What follows belongs to an exercise in optimizing a design on an open flow for small area; a production flow would make more cautious choices. Only simulation tests tie the RTL to the original design; equivalence was not proved. Power is estimated from default activity; no workload was simulated.

==> flow/design.v <==
`timescale 1ns/1ps
module vdp_o22ai (
    input  logic a1, a2, b1, b2,
    output logic y
);
    assign y = ~((a1 | a2) & (b1 | b2));
endmodule
module vdp_nor4 (
    input  logic a, b, c, d,
    output logic y
);
    assign y = ~(a | b | c | d);
endmodule
module vdp_a222oi (
    input  logic a1, b1, a2, b2, a3, b3,
    output logic y
);
    assign y = ~((a1 & b1) | (a2 & b2) | (a3 & b3));
endmodule
module vdp_sel_tail (
    input  logic p0, p1, a1, b1, a2, b2,
    output logic y
);
    assign y = ~(p0 & p1 & ~((a1 & b1) | (a2 & b2)));
endmodule
module vdp_sel8 (
    input  logic [7:0] d,
    input  logic [7:0] s,
    output logic       y
);
    logic p0, p1;
    vdp_a222oi u_p0 (.a1(d[0]), .b1(s[0]), .a2(d[1]), .b2(s[1]), .a3(d[2]), .b3(s[2]), .y(p0));
    vdp_a222oi u_p1 (.a1(d[3]), .b1(s[3]), .a2(d[4]), .b2(s[4]), .a3(d[5]), .b3(s[5]), .y(p1));
    vdp_sel_tail u_y (.p0, .p1, .a1(d[6]), .b1(s[6]), .a2(d[7]), .b2(s[7]), .y);
endmodule
module vdp_reg_bit (
    input  logic CLK,
    input  logic ld,
    input  logic hold,
    input  logic d,
    output logic q
);
    always_ff @(posedge CLK)
        q <= (q & hold) | (d & ld);
endmodule
module vdp_nor2 (
    input  logic a, b,
    output logic y
);
    assign y = ~(a | b);
endmodule
module vdp_row_en (
    input  logic a_n,
    input  logic b_n,
    input  logic rst,
    output logic ld,
    output logic hold
);
    vdp_nor2 u_ld (.a(a_n), .b(b_n), .y(ld));
    vdp_nor2 u_hold (.a(ld), .b(rst), .y(hold));
endmodule
module vdp_register_file (
    input  logic        CLK,
    input  logic        RESET_n,
    input  logic [5:0]  idx,         
    input  logic        reg_wr,      
    input  logic [7:0]  CD_IN,
    input  logic        inc_w,       
    input  logic        inc_r,       
    input  logic [18:0] addr_inc,    
    output logic [7:0]  reg_rdata,   
    output logic [18:0] vram_waddr,
    output logic [18:0] vram_raddr,
    output logic        waddr_ih,
    output logic        raddr_ih,
    output logic [2:0]  int_enable,
    output logic [3:0]  cmd_op
);
    logic [7:0] regs [0:63];
    logic [7:0] a, b, a_n, bw_n;
    logic       rst;
    assign rst = ~RESET_n;
    always_comb begin
        for (int i = 0; i < 8; i++) begin
            a[i]    = idx[2:0] == i;
            a_n[i]  = ~(idx[2:0] == i);
            b[i]    = idx[5:3] == i;
            bw_n[i] = ~(idx[5:3] == i && reg_wr);
        end
    end
    logic [18:0] adata;
    assign adata = reg_wr ? {CD_IN[2:0], CD_IN, CD_IN} : addr_inc;
    logic ldw, holdw, ldr, holdr;
    assign ldw   = inc_w & RESET_n;
    assign holdw = ~inc_w & RESET_n;
    assign ldr   = inc_r & RESET_n;
    assign holdr = ~inc_r & RESET_n;
    genvar r, k;
    generate
        for (r = 0; r < 64; r++) begin : g_row
            logic ld, hold;
            logic [7:0] ld_b, hold_b, d;
            vdp_row_en u_en (.a_n(a_n[r % 8]), .b_n(bw_n[r / 8]), .rst, .ld, .hold);
            if (r <= 5) begin : g_addr
                localparam int NB = (r == 2 || r == 5) ? 3 : 8;
                for (k = 0; k < 8; k++) begin : g_b
                    if (k < NB) begin : g_a
                        assign ld_b[k]   = ld | (r <= 2 ? ldw : ldr);
                        assign hold_b[k] = hold & (r <= 2 ? holdw : holdr);
                        assign d[k]      = adata[(r % 3) * 8 + k];
                    end else begin : g_c
                        assign ld_b[k]   = ld;
                        assign hold_b[k] = hold;
                        assign d[k]      = CD_IN[k];
                    end
                end
            end else begin : g_gen
                assign ld_b   = {8{ld}};
                assign hold_b = {8{hold}};
                assign d      = CD_IN;
            end
            for (k = 0; k < 8; k++) begin : g_bit
                vdp_reg_bit u_bit (.CLK, .ld(ld_b[k]), .hold(hold_b[k]), .d(d[k]), .q(regs[r][k]));
            end
        end
        for (k = 0; k < 8; k++) begin : g_rd
            logic [7:0] grp;
            for (r = 0; r < 8; r++) begin : g_grp
                vdp_sel8 u_s1 (
                    .d({regs[8*r+7][k], regs[8*r+6][k], regs[8*r+5][k], regs[8*r+4][k],
                        regs[8*r+3][k], regs[8*r+2][k], regs[8*r+1][k], regs[8*r][k]}),
                    .s(a), .y(grp[r]));
            end
            vdp_sel8 u_s2 (.d(grp), .s(b), .y(reg_rdata[k]));
        end
    endgenerate
    assign vram_waddr = {regs[2][2:0], regs[1], regs[0]};
    assign vram_raddr = {regs[5][2:0], regs[4], regs[3]};
    assign waddr_ih   = regs[2][7];
    assign raddr_ih   = regs[5][7];
    assign int_enable = regs[9][2:0];
    assign cmd_op     = regs[52][7:4];
endmodule
`timescale 1ns/1ps
module cpu_port_top (
    input  logic        CLK,
    input  logic        RESET_n,
    input  logic        CSR_n,
    input  logic        CSW_n,
    input  logic [3:0]  MODE,
    input  logic [7:0]  CD_IN,
    output logic [7:0]  CD_OUT,
    output logic        WAIT_n,
    output logic        INT0_n,
    output logic        INT1_n,
    output logic        vram_we_n,
    output logic        vram_oe_n,
    output logic [18:0] vram_addr,
    output logic [7:0]  vram_din,
    input  logic [7:0]  vram_dout,
    input  logic        vram_busy,
    input  logic        stat_tr,
    input  logic        stat_vr,
    input  logic        stat_hr,
    input  logic        stat_bd,
    input  logic        stat_eo,
    input  logic        stat_ce,
    input  logic        ce_event,
    input  logic        hi_event,
    input  logic        vi_event,
    output logic        srs,
    output logic        mcs,
    output logic        cmd_start,
    output logic [3:0]  cmd_op
);
    logic prev_csr_n, prev_csw_n;
    always_ff @(posedge CLK or negedge RESET_n) begin
        if (!RESET_n) begin
            prev_csr_n <= 1'b1;
            prev_csw_n <= 1'b1;
        end else begin
            prev_csr_n <= CSR_n;
            prev_csw_n <= CSW_n;
        end
    end
    logic rd_edge, wr_edge;
    assign rd_edge = prev_csr_n & ~CSR_n;
    assign wr_edge = prev_csw_n & ~CSW_n;
    logic vram_wr, vram_rd, reg_wr, reg_rd, ptr_wr, int_wr, sys_wr;
    assign vram_wr = wr_edge && MODE == 4'd0 && WAIT_n;
    assign vram_rd = rd_edge && MODE == 4'd0 && WAIT_n;
    assign reg_wr  = wr_edge && MODE == 4'd3;
    assign reg_rd  = rd_edge && MODE == 4'd3;
    assign ptr_wr  = wr_edge && MODE == 4'd4;
    assign int_wr  = wr_edge && MODE == 4'd6;
    assign sys_wr  = wr_edge && MODE == 4'd7;
    logic [7:0] ptr;             
    logic [5:0] idx;
    assign idx = ptr[5:0];
    always_ff @(posedge CLK or negedge RESET_n) begin
        if (!RESET_n) begin
            ptr <= 8'h00;
        end else if (ptr_wr) begin
            ptr <= CD_IN;
        end else if ((reg_wr && !ptr[7]) || (reg_rd && !ptr[6])) begin
            ptr[5:0] <= idx + 6'd1;
        end
    end
    logic strobe;                
    logic acc_rd;                
    logic done;                  
    assign done = !WAIT_n && !strobe && !vram_busy;
    always_ff @(posedge CLK or negedge RESET_n) begin
        if (!RESET_n) begin
            WAIT_n <= 1'b1;
            strobe <= 1'b0;
        end else begin
            if (vram_wr || vram_rd) begin
                WAIT_n <= 1'b0;
                strobe <= 1'b1;
            end else if (strobe) begin
                if (vram_busy) strobe <= 1'b0;
            end else if (done) begin
                WAIT_n <= 1'b1;
            end
        end
    end
    always_ff @(posedge CLK) begin
        if (vram_wr || vram_rd) acc_rd <= vram_rd;
    end
    genvar k;
    generate
        for (k = 0; k < 8; k++) begin : g_din
            vdp_reg_bit u_bit (.CLK, .ld(vram_wr), .hold(!vram_wr), .d(CD_IN[k]), .q(vram_din[k]));
        end
    endgenerate
    assign vram_we_n = !(strobe && !acc_rd);
    assign vram_oe_n = !(strobe && acc_rd);
    logic [18:0] waddr, raddr, addr_inc;
    logic        waddr_ih, raddr_ih, inc_w, inc_r;
    logic [2:0]  int_enable;
    logic [7:0]  reg_rdata;
    assign vram_addr = acc_rd ? raddr : waddr;
    assign addr_inc  = vram_addr + 19'd1;
    assign inc_w = done && !acc_rd && !waddr_ih;
    assign inc_r = done &&  acc_rd && !raddr_ih;
    vdp_register_file u_regs (
        .CLK, .RESET_n, .idx, .reg_wr, .CD_IN, .inc_w, .inc_r, .addr_inc,
        .reg_rdata, .vram_waddr(waddr), .vram_raddr(raddr), .waddr_ih, .raddr_ih,
        .int_enable, .cmd_op
    );
    always_ff @(posedge CLK or negedge RESET_n) begin
        if (!RESET_n) cmd_start <= 1'b0;
        else          cmd_start <= reg_wr && idx == 6'd52;
    end
    logic [2:0] flags, events;
    assign events = {ce_event, hi_event, vi_event};
    always_ff @(posedge CLK or negedge RESET_n) begin
        if (!RESET_n) flags <= 3'b000;
        else          flags <= (flags | events) & ~(CD_IN[2:0] & {3{int_wr}});
    end
    assign INT0_n = !((flags[2] && int_enable[2]) || (flags[0] && int_enable[0]));
    assign INT1_n = !(flags[1] && int_enable[1]);
    always_ff @(posedge CLK or negedge RESET_n) begin
        if (!RESET_n) begin
            srs <= 1'b0;
            mcs <= 1'b0;
        end else if (sys_wr) begin
            srs <= CD_IN[1];
            mcs <= CD_IN[0];
        end
    end
    always_ff @(posedge CLK or negedge RESET_n) begin
        if (!RESET_n) begin
            CD_OUT <= 8'hFF;
        end else if (done && acc_rd) begin
            CD_OUT <= vram_dout;
        end else if (rd_edge && MODE != 4'd0) begin
            case (MODE)
                4'd3:    CD_OUT <= reg_rdata;
                4'd5:    CD_OUT <= {stat_tr, stat_vr, stat_hr, stat_bd, 1'b0, mcs, stat_eo, stat_ce};
                4'd6:    CD_OUT <= {5'b00000, flags | events};
                default: CD_OUT <= 8'hFF;
            endcase
        end
    end
endmodule
Settings: LEC_CHECK=0, CAP_MARGIN=20, CORE_MARGIN=2, CORE_UTILIZATION=55, CTS_BUF_LIST=sky130_fd_sc_hd__clkbuf_8, CTS_CLUSTER_SIZE=16, SLEW_MARGIN=20, SYNTH_HIERARCHICAL=1; clock period 10.0 ns.
run.sh (not shown) runs the stock make flow with config.mk's settings and CLKGATE_MAP_FILE= SYNTH_SCRIPT=/design/flow/synth_recipe.tcl, a recipe that flattens the netlist after the stock synthesis.
==> next run, changes <==
Settings changed: CTS_BUF_LIST sky130_fd_sc_hd__clkbuf_8 to sky130_fd_sc_hd__clkbuf_4, CTS_CLUSTER_SIZE 16 to unset.
Setup slack is better by 0.16 ns.
Worst hold slack barely changes.
Cell count is higher by 3.3%.
Final area is lower by 0.63%.
Non-clock buffer count stays the same.
Power is lower by 3.0%.
Wire length is higher by 0.71%.
Global-route usage is higher by 0.42 points.
Count of clock-buffer cells in the layout is higher by 78.
Die area is unchanged.

afterwards: timing with drivers on the ports:
The results above use ideal ports. As a check the final layouts listed here were re-extracted and re-timed, cells and wires unchanged. Step 1 assumes that a clkbuf_16 drives the clock port and a buf_2 every other input. Step 2 moves the port delays by t, midway between the first and last clock arrival at a register: inputs arrive t later, outputs are due t later. That takes back most of the time a late clock gives input paths. a / b / c = ideal / step 1 / step 2; a / b = the first two.
run	t, ns	slack for setup (ns)	hold slack, ns	worst setup path after step 2	worst register clock-pin slew, ns
the first run	0.689	5.117 / 5.146 / 4.458	0.483 / 0.483 / 0.483	input to register	0.07 / 0.07
the second run	0.859	5.273 / 5.260 / 4.445	0.484 / 0.484 / 0.484	input to register	0.07 / 0.07
After both steps setup and hold are still met in every run listed. For the second run, which loses most, drivers alone change the setup slack by -0.013 ns; drivers and shift together by -0.828 ns.
